Source: an optimization exercise on an open RTL-to-GDS flow (aim: small area). Production flows keep margins and buffers that such runs may drop. The RTL was checked by simulation tests, not by an equivalence proof against the original design. No activity file was given, so power comes from the tool's default toggle rates.

## flow/design.v

```verilog
`default_nettype none
package breakout_pkg;
    localparam int coord_w    = 10;
    localparam int rgb_w      = 12;
    localparam int digit_w    = 4;
    localparam int num_bricks = 6;
    localparam logic [coord_w-1:0] x_max = 10'd639;
    localparam logic [coord_w-1:0] y_max = 10'd479;
    localparam logic [coord_w-1:0] refresh_row = 10'd481;
    localparam logic [coord_w-1:0] ball_size = 10'd8;
    localparam logic [coord_w-1:0] board_width  = 10'd64;
    localparam logic [coord_w-1:0] board_height = 10'd8;
    localparam logic [coord_w-1:0] brick_width  = 10'd30;
    localparam logic [coord_w-1:0] brick_height = 10'd30;
    localparam logic [rgb_w-1:0] board_rgb = 12'hFFF;
    localparam logic [rgb_w-1:0] brick_rgb = 12'hF00;
    localparam logic [rgb_w-1:0] ball_rgb = 12'hFF0;
    localparam logic [rgb_w-1:0] bg_rgb = 12'h000;
endpackage
`default_nettype wire
`default_nettype none
module ball_motion (
    input  logic                              clk,
    input  logic                              reset,
    input  logic                              pause,
    input  logic [breakout_pkg::coord_w-1:0]  x,
    input  logic [breakout_pkg::coord_w-1:0]  y,
    input  logic [breakout_pkg::coord_w-1:0]  board_x,
    input  logic [breakout_pkg::coord_w-1:0]  board_y,
    input  logic [breakout_pkg::num_bricks-1:0] hits,
    output logic [breakout_pkg::coord_w-1:0]  ball_x,
    output logic [breakout_pkg::coord_w-1:0]  ball_y,
    output logic                              step,
    output logic                              collision
);
    logic [breakout_pkg::coord_w-1:0] ball_r;
    logic [breakout_pkg::coord_w-1:0] ball_b;
    logic [breakout_pkg::coord_w-1:0] board_r;
    logic [breakout_pkg::coord_w-1:0] board_b;
    logic dir_x;
    logic dir_y;
    logic dir_x_next;
    logic dir_y_next;
    logic board_hit;
    assign step = (x == '0) && (y == breakout_pkg::refresh_row) && !pause;
    assign ball_r  = ball_x + breakout_pkg::ball_size - 1'b1;
    assign ball_b  = ball_y + breakout_pkg::ball_size - 1'b1;
    assign board_r = board_x + breakout_pkg::board_width - 1'b1;
    assign board_b = board_y + breakout_pkg::board_height - 1'b1;
    assign board_hit = (ball_b >= board_y) && (ball_b <= board_b) &&
                       (ball_r >= board_x) && (ball_x <= board_r);
    assign collision = step && (|hits);
    always_comb begin
        dir_x_next = dir_x;
        dir_y_next = dir_y;
        if (ball_r >= breakout_pkg::x_max) begin
            dir_x_next = 1'b0;
        end
        if (ball_x == '0) begin
            dir_x_next = 1'b1;
        end
        if (ball_b >= breakout_pkg::y_max) begin
            dir_y_next = 1'b0;
        end
        if (ball_y == '0) begin
            dir_y_next = 1'b1;
        end
        if (board_hit) begin
            dir_y_next = 1'b0;
        end
        if (|hits) begin
            dir_y_next = ~dir_y;
        end
    end
    always_ff @(posedge clk or posedge reset) begin
        if (reset) begin
            ball_x <= '0;
            ball_y <= '0;
            dir_x  <= 1'b1;
            dir_y  <= 1'b1;
        end else if (step) begin
            dir_x <= dir_x_next;
            dir_y <= dir_y_next;
            ball_x <= dir_x ? ball_x + 1'b1 : ball_x - 1'b1;
            ball_y <= dir_y ? ball_y + 1'b1 : ball_y - 1'b1;
        end
    end
endmodule
`default_nettype wire
`default_nettype none
module brick_cell (
    input  logic                             clk,
    input  logic                             reset,
    input  logic [breakout_pkg::coord_w-1:0] x,
    input  logic [breakout_pkg::coord_w-1:0] y,
    input  logic [breakout_pkg::coord_w-1:0] ball_x,
    input  logic [breakout_pkg::coord_w-1:0] ball_y,
    input  logic [breakout_pkg::coord_w-1:0] brick_x,
    input  logic [breakout_pkg::coord_w-1:0] brick_y,
    input  logic                             step,
    output logic                             hit,
    output logic                             brick_on
);
    logic visible;
    logic [breakout_pkg::coord_w-1:0] brick_r;
    logic [breakout_pkg::coord_w-1:0] brick_b;
    logic [breakout_pkg::coord_w-1:0] ball_r;
    logic [breakout_pkg::coord_w-1:0] ball_b;
    assign brick_r = brick_x + breakout_pkg::brick_width - 1'b1;
    assign brick_b = brick_y + breakout_pkg::brick_height - 1'b1;
    assign ball_r  = ball_x + breakout_pkg::ball_size - 1'b1;
    assign ball_b  = ball_y + breakout_pkg::ball_size - 1'b1;
    assign hit = visible &&
                 (ball_b >= brick_y) && (ball_b <= brick_b) &&
                 (ball_r >= brick_x) && (ball_x <= brick_r);
    assign brick_on = visible &&
                      (x >= brick_x) && (x <= brick_r) &&
                      (y >= brick_y) && (y <= brick_b);
    always_ff @(posedge clk or posedge reset) begin
        if (reset) begin
            visible <= 1'b1;
        end else if (step && hit) begin
            visible <= 1'b0;
        end
    end
endmodule
`default_nettype wire
`default_nettype none
module score_bcd (
    input  logic                             clk,
    input  logic                             reset,
    input  logic                             collision,
    output logic [breakout_pkg::digit_w-1:0] thous,
    output logic [breakout_pkg::digit_w-1:0] huns,
    output logic [breakout_pkg::digit_w-1:0] tens,
    output logic [breakout_pkg::digit_w-1:0] ones
);
    logic ones_wrap;
    logic tens_wrap;
    logic huns_wrap;
    logic thous_wrap;
    assign ones_wrap  = (ones == 4'd9);
    assign tens_wrap  = ones_wrap && (tens == 4'd9);
    assign huns_wrap  = tens_wrap && (huns == 4'd9);
    assign thous_wrap = huns_wrap && (thous == 4'd9);
    always_ff @(posedge clk or posedge reset) begin
        if (reset) begin
            ones  <= '0;
            tens  <= '0;
            huns  <= '0;
            thous <= '0;
        end else if (collision) begin
            ones <= ones_wrap ? '0 : ones + 1'b1;
            if (ones_wrap) begin
                tens <= tens_wrap ? '0 : tens + 1'b1;
            end
            if (tens_wrap) begin
                huns <= huns_wrap ? '0 : huns + 1'b1;
            end
            if (huns_wrap) begin
                thous <= thous_wrap ? '0 : thous + 1'b1;
            end
        end
    end
endmodule
`default_nettype wire
`default_nettype none
module pixel_render (
    input  logic                                video_on,
    input  logic [breakout_pkg::coord_w-1:0]    x,
    input  logic [breakout_pkg::coord_w-1:0]    y,
    input  logic [breakout_pkg::coord_w-1:0]    board_x,
    input  logic [breakout_pkg::coord_w-1:0]    board_y,
    input  logic [breakout_pkg::coord_w-1:0]    ball_x,
    input  logic [breakout_pkg::coord_w-1:0]    ball_y,
    input  logic [breakout_pkg::num_bricks-1:0] brick_on,
    output logic [breakout_pkg::rgb_w-1:0]      rgb
);
    logic [breakout_pkg::coord_w-1:0] board_r;
    logic [breakout_pkg::coord_w-1:0] board_b;
    logic [breakout_pkg::coord_w-1:0] ball_r;
    logic [breakout_pkg::coord_w-1:0] ball_b;
    logic board_on;
    logic ball_on;
    assign board_r = board_x + breakout_pkg::board_width - 1'b1;
    assign board_b = board_y + breakout_pkg::board_height - 1'b1;
    assign ball_r  = ball_x + breakout_pkg::ball_size - 1'b1;
    assign ball_b  = ball_y + breakout_pkg::ball_size - 1'b1;
    assign board_on = (x >= board_x) && (x <= board_r) &&
                      (y >= board_y) && (y <= board_b);
    assign ball_on = (x >= ball_x) && (x <= ball_r) &&
                     (y >= ball_y) && (y <= ball_b);
    always_comb begin
        if (!video_on) begin
            rgb = '0;
        end else if (board_on) begin
            rgb = breakout_pkg::board_rgb;
        end else if (|brick_on) begin
            rgb = breakout_pkg::brick_rgb;
        end else if (ball_on) begin
            rgb = breakout_pkg::ball_rgb;
        end else begin
            rgb = breakout_pkg::bg_rgb;
        end
    end
endmodule
`default_nettype wire
`default_nettype none
module breakout_top (
    input  logic                                clk,
    input  logic                                reset,
    input  logic                                pause,
    input  logic                                video_on,
    input  logic [breakout_pkg::coord_w-1:0]    x,
    input  logic [breakout_pkg::coord_w-1:0]    y,
    input  logic [breakout_pkg::coord_w-1:0]    board_x,
    input  logic [breakout_pkg::coord_w-1:0]    board_y,
    input  logic [breakout_pkg::num_bricks-1:0][breakout_pkg::coord_w-1:0] brick_x,
    input  logic [breakout_pkg::num_bricks-1:0][breakout_pkg::coord_w-1:0] brick_y,
    output logic [breakout_pkg::rgb_w-1:0]      rgb,
    output logic                                collision,
    output logic [breakout_pkg::digit_w-1:0]    thous,
    output logic [breakout_pkg::digit_w-1:0]    huns,
    output logic [breakout_pkg::digit_w-1:0]    tens,
    output logic [breakout_pkg::digit_w-1:0]    ones
);
    logic [breakout_pkg::coord_w-1:0] ball_x;
    logic [breakout_pkg::coord_w-1:0] ball_y;
    logic step;
    logic [breakout_pkg::num_bricks-1:0] hits;
    logic [breakout_pkg::num_bricks-1:0] brick_on;
    ball_motion u_ball (
        .clk       (clk),
        .reset     (reset),
        .pause     (pause),
        .x         (x),
        .y         (y),
        .board_x   (board_x),
        .board_y   (board_y),
        .hits      (hits),
        .ball_x    (ball_x),
        .ball_y    (ball_y),
        .step      (step),
        .collision (collision)
    );
    for (genvar i = 0; i < breakout_pkg::num_bricks; i++) begin : g_brick
        brick_cell u_brick (
            .clk      (clk),
            .reset    (reset),
            .x        (x),
            .y        (y),
            .ball_x   (ball_x),
            .ball_y   (ball_y),
            .brick_x  (brick_x[i]),
            .brick_y  (brick_y[i]),
            .step     (step),
            .hit      (hits[i]),
            .brick_on (brick_on[i])
        );
    end
    score_bcd u_score (
        .clk       (clk),
        .reset     (reset),
        .collision (collision),
        .thous     (thous),
        .huns      (huns),
        .tens      (tens),
        .ones      (ones)
    );
    pixel_render u_render (
        .video_on (video_on),
        .x        (x),
        .y        (y),
        .board_x  (board_x),
        .board_y  (board_y),
        .ball_x   (ball_x),
        .ball_y   (ball_y),
        .brick_on (brick_on),
        .rgb      (rgb)
    );
endmodule
`default_nettype wire
```

## flow/run.sh

```bash
#!/bin/bash
# synth_recipe.tcl (not shown) runs the flow's synth.tcl, then flattens the netlist and writes it again
# the make line also repeats each setting of config.mk as NAME=value (left out here)
make -C /OpenROAD-flow-scripts/flow DESIGN_CONFIG=/design/flow/config.mk WORK_HOME=/design/flow/orfs CLKGATE_MAP_FILE= SYNTH_SCRIPT=/design/flow/synth_recipe.tcl finish
```

## flow/config.mk

```make
export PLATFORM = sky130hd
export DESIGN_NAME = breakout_top
export DESIGN_NICKNAME = breakout_top
export VERILOG_FILES = /design/flow/design.v
export SDC_FILE = /design/flow/constraint.sdc
export NUM_CORES = 4
export LEC_CHECK = 0
export CAP_MARGIN = 20
export CORE_MARGIN = 2
export CORE_UTILIZATION = 40
export SLEW_MARGIN = 20
```

## flow/constraint.sdc

```tcl
create_clock -name core_clock -period 10.0 [get_ports {clk}]
set_input_delay 2.0000 -clock core_clock [delete_from_list [all_inputs] [get_ports {clk}]]
set_output_delay 2.0000 -clock core_clock [all_outputs]
set_load 0.01 [all_outputs]
```

==> summary.txt <==
- In this run, synthesis produced a sequential element count of 44.
- Counting flops with an async set or reset pin after synthesis yields a share of 100%.
- The count of final max-slew check failures is 0.
- The share of Yosys cell area claimed by the top area cell type is 40.9%.
- The routed design uses 3620 um of met3 wire.
- The arrival time at the worst endpoint is between 6 and 7 ns.
- In this run switching power makes up about 45% of total power.
- The origin of the critical flop-to-flop path is u_ball.ball_x[5].
- The CTS sink count is 44.
- The top achievable clock speed is ~0.11 GHz.
- The violation count after the first detailed-route iteration is 1321.
- Setup repair after global routing left no endpoint under its margin.
- The number of gates resized after CTS was 0.
- The most used flip-flop cell after synthesis is dfrtp_1.
- The smallest setup slack after layout is about 1.1 ns.
- The wire length of the first global-routing pass is 98600 um.
- Cells with a size suffix above 1 make up 4.10% of the layout.
- The clock latency on the worst-skew pair is about 0.3 ns.
- Grouping stages by cell kind, the critical path spends the most delay in compound AO/OA/AOI/OAI gates.
- Ranked by total cell area, the synthesized netlist is headed by ha_1 41%, xnor2_1 6.4%, inv_1 5.1%.
- The slew at the pin closest to its max-slew limit is about 1.1 ns.
- The site row count is 78.
- The detail route stage leaves a number of antenna-violating nets equal to 0.
- The number of vias per cell after detailed routing is 5.78.
- In the synthesized netlist, the number of instances is approximately 2200.
- The share of total power in sequential cells is roughly 17%.
- The setup path with the least slack is of type input pin to output pin.
- The total iterations of the first detailed-routing run is 5.
- The detailed router put a total of ~30000 um of wire on met1.
- In this design, the stage delay of the slowest critical-path cell is roughly 0.9 ns.
- Measured against its own limit, the worst slew margin works out to 21.9%.
- The detailed placement HPWL is a little over 50000 um.
- Measured along the x axis, the die boundary spans ~220 um.
- The total congestion overflow after global routing is 0.
- The die covers about 0.047 sq mm.
- The initial antenna violation count is 0.
- The cell type with the highest aggregate area in the netlist is ha_1.
- The library cell used as clock root buffer is clkbuf_16.
- The endpoint type of the worst setup path is an output pin.
- The hold violation count in the final report came to 0.
- The shortest clock period the worst path allows after layout is between 8 and 9 ns.
- Averaged over all synthesized cells, the footprint is 8.14 sq um.
- The kind of start point of the critical path is an input pin.
- In this run, the clock network consumes between 10% and 20% of the power.
- After detailed routing, the number of remaining DRC violations is 0.
- Hold repair after CTS inserted 0 buffers.
- The congestion estimate from routability-driven global placement came to roughly 0.94.
- The max-cap check violation count is 0.
- The H-tree was split into 2 levels.
- The area growth from synthesis to final layout is 16.7%.
- In this run, synthesis inferred 0 flip-flops with an integrated enable.
- The critical path starts at brick_y[40].
- 0 antenna diodes ended up in the layout.
- The routed design has ~64000 um of wire.
- The cell that appears most often on the critical path is clkdlybuf4s50_1.
- Buffers added to address setup during post-CTS repair amount to 0.
- Clock skew on the completed layout was measured at roughly 0.012 ns.
- The share of power burned in combinational logic is between 60% and 70%.
- After clock tree synthesis, the clock-pin slew on the worst setup and hold paths is around 0.070 ns.
- After synthesis, flip-flops and latches occupy 6.08% of the total area.
- The clock passes through at most 2 buffers.
- The internal power is roughly 600 uW.
- The leakage power of the design is 0.0102 uW.
- The area of the mapped netlist is around 0.018 sq mm.
- The effective utilization at floorplan is slightly above 40%.
- The detailed router placed roughly 18000 vias in this run.
- The number of top-level pins is around 190.
- The maximum number of pins on one net before global-route repair is 45.
- The number of setup violations in the final report is 0.
- The count of nets after finishing is approximately 3200.
- The start point of the worst min-delay path is g_brick[5].u_brick.visible.
- TritonCTS built the clock tree.
- The critical path goes through clkdlybuf4s50_1 > a2111oi_0 > xnor2_1 > ha_1 > a21oi_1 > nor2b_1 > o311ai_0 > a21boi_0 > o32a_1 > or4_1 > a21oi_2 > clkdlybuf4s50_1.
- The final critical path takes up 88.6% of the cycle.
- For this design the total switching power over the nets is around 480 uW.
- For this run, the total global-route usage over all layers was measured as 26.6%.
- Counting every net in the synthesized netlist gives 3008.
- The placeable core region is roughly 0.045 sq mm.
- The cell type of the slowest stage on the worst timing path is a2111oi_0.
- The summed negative setup slack over all endpoints is 0 ns.
- The power per cell area is roughly 50 mW/mm^2.
- In this run the vertical extent of the chip is approximately 220 um.
- Total power for the finished layout comes to approximately 1100 uW.
- Data on the critical path is required at its endpoint by 8.00 ns.
- Across the VDD grid, the largest voltage drop is between 0.05 and 0.06 mV.
- The setup slack at placement is 1.23 ns.
- The critical path buffer and inverter count is 2.
- The run finished with no timing, DRC or antenna violations.
- The number of I/O port buffers is roughly 190.
- The highest net fanout along the worst path is 6.
- The routed wire length per instance is 21.0 um.
- The via count of the first global-routing pass was roughly 17000.
- After detailed routing, the met2 layer carries between 20000 and 30000 um of wire.
- The count of yosys warnings during synthesis is 4.
- The path category of the worst min-delay check is flop to flop.
- The post-synthesis cell type count is just under 90.
- The total clock buffers created by CTS is 5.
- Routed signal wires occupy layers up through met4.
## cell type report
cell class / count / area [sq um]
Tap cell: 600 / 751
Timing Repair Buffer: 237 / 2280
Fill cell: 4469 / 24000
Sequential cell: 44 / 1110
Inverter: 248 / 931
Multi-Input combinational cell: 1928 / 16100
Clock buffer: 5 / 125
Clock inverter: 3 / 18.8
## stage by stage
stage | area, sq um | hold WS (ns) | std cells | utilization, %
after floorplan | 18300 | 0.446 | 2245 | -
after global placement | 21100 | 0.465 | 3055 | 46.7
after detailed placement | 21100 | 0.474 | 3055 | 46.7
after CTS | 21300 | 0.484 | 3063 | 47.0
after global routing | 21300 | 0.491 | 3065 | 47.1
final | 21300 | 0.480 | 3065 | 47.1
## sequential cells by signal, summed over array words and instances, names as in the netlist
register / flops
u_ball.dir_y: 1
u_score.tens: 4
u_score.huns: 4
u_ball.ball_y: 10
u_score.thous: 4
u_score.ones: 4
g_brick.u_brick.visible: 6
u_ball.dir_x: 1
u_ball.ball_x: 10
## cell families (layout without fill, tap and decap cells)
| logic type | Yosys count | in the layout | synth area share (%) |
|---|---|---|---|
| buffers and inverters | 273 | 493 | 5.83 |
| xor gates and xnor gates | 161 | 161 | 7.95 |
| muxes | 10 | 10 | 0.609 |
| and+or+nand+nor | 533 | 533 | 15.0 |
| DFF | 44 | 44 | 6.08 |
| AOI/OAI and AO/OA | 607 | 607 | 22.4 |
| adders and majority gates | 617 | 617 | 42.1 |
## worst register-to-register path, cell delays in order, from the launching register on
cell and delay (ns):
dfrtp_1 0.87, inv_1 0.23, nor3_1 0.28, and3_1 0.22, nand3_1 0.10, xnor2_1 0.29, inv_1 0.30, ha_1 0.39
o21a_1 0.12, o21ai_0 0.12, nor4_1 0.49, o21a_1 0.19, a21oi_1 0.06, a311oi_1 0.32, o2111ai_1 0.21, nor4b_4 0.20
a211oi_4 0.47, nand2_2 0.14, mux2_1 0.34
## cell usage after synthesis (4+ instances only)
cell type	number
xnor2_1	133
o211ai_1	20
and4_1	7
clkbuf_1	11
a211o_1	6
buf_4	10
o22ai_1	10
nor4_1	19
a211oi_1	22
nand2b_1	30
o21ai_0	120
a2111oi_2	7
inv_1	248
nor3_1	52
and3_1	12
a21o_1	61
xor2_1	24
and2_1	8
nor2b_1	40
dfstp_2	8
o21bai_1	10
nand4_1	52
mux2_2	5
nor2_1	116
or3_1	12
a21boi_0	23
ha_1	597
nand3_1	43
mux2_1	4
a2111oi_0	12
a21oi_1	147
dfrtp_1	36
maj3_1	16
nand3b_1	5
o2111ai_1	9
a221oi_1	18
o21a_1	85
or2_2	4
o221ai_1	5
a31oi_1	9
nand2_1	111
## path summary, 6_finish.rpt
path,depth (start not counted),slack [ns],to
worst max register to register,18,4.54,u_score.thous[0]
worst min-delay path,1,0.48,g_brick[5].u_brick.visible
worst max-delay path,12,1.14,collision
worst min register to register,1,0.48,g_brick[5].u_brick.visible
min in group asynchronous,2,2.00,u_ball.ball_y[4]
max in group asynchronous,3,7.43,g_brick[3].u_brick.visible
## per-layer routing
layer | track usage [%] | vias to the layer above
li1 | - | 8720
met2 | 45.2 | 593
met3 | 1.90 | 107
met1 | 36.2 | 8282
met5 | 0 | -
met4 | 7.44 | 0
## layout by cell type, fill, tap and decap left out, types with 8 or more instances in the layout
cell,n
nor2_1,116
a31oi_1,9
o21a_1,85
nand3_1,43
o2111ai_1,9
a2111oi_0,11
dfrtp_1,36
o21ai_0,120
a221oi_1,18
nor2b_1,40
nand2b_1,30
dfstp_2,8
xor2_1,24
a211oi_1,22
o211ai_1,20
clkdlybuf4s50_1,192
nand2_1,111
nand4_1,52
buf_4,43
o21bai_1,10
a21oi_1,147
inv_1,247
nor3_1,52
and2_1,8
a21o_1,61
and3_1,12
nor4_1,19
maj3_1,16
o22ai_1,10
xnor2_1,132
a21boi_0,23
ha_1,597
or3_1,12
## power by group through the flow
stage	registers [uW]	clock network, uW	logic [uW]
after global placement	181	0	675
final	178	174	712
after floorplan	181	0	428
after detailed placement	181	0	695
after CTS	178	177	702
after global routing	178	180	798

static timing again, ports no longer ideal:
The flow's constraints put no driver on any port. The routed layout listed below was extracted and timed again, unchanged, in two steps. Step 1: set_driving_cell puts a clkbuf_16 on clk and a buf_2 on each other input, an assumption about the parent block. Step 2 adds t to the input delays and takes it off the output delays; t is the mean of the earliest and latest rising clock arrival at the registers after step 1. Input paths then give back, and output paths get back, about the clock's delay inside the block. Slacks: ideal ports / drivers / drivers and shift; pairs: ideal ports / drivers.
t, ns: 0.336
slack for setup (ns): 1.138 / 1.115 / 1.115
slew at the worst register clock pin (ns): 0.08 / 0.08
After both steps setup and hold are still met in this run. The setup slack of this run moves by -0.023 ns with the drivers and by -0.023 ns with both steps.
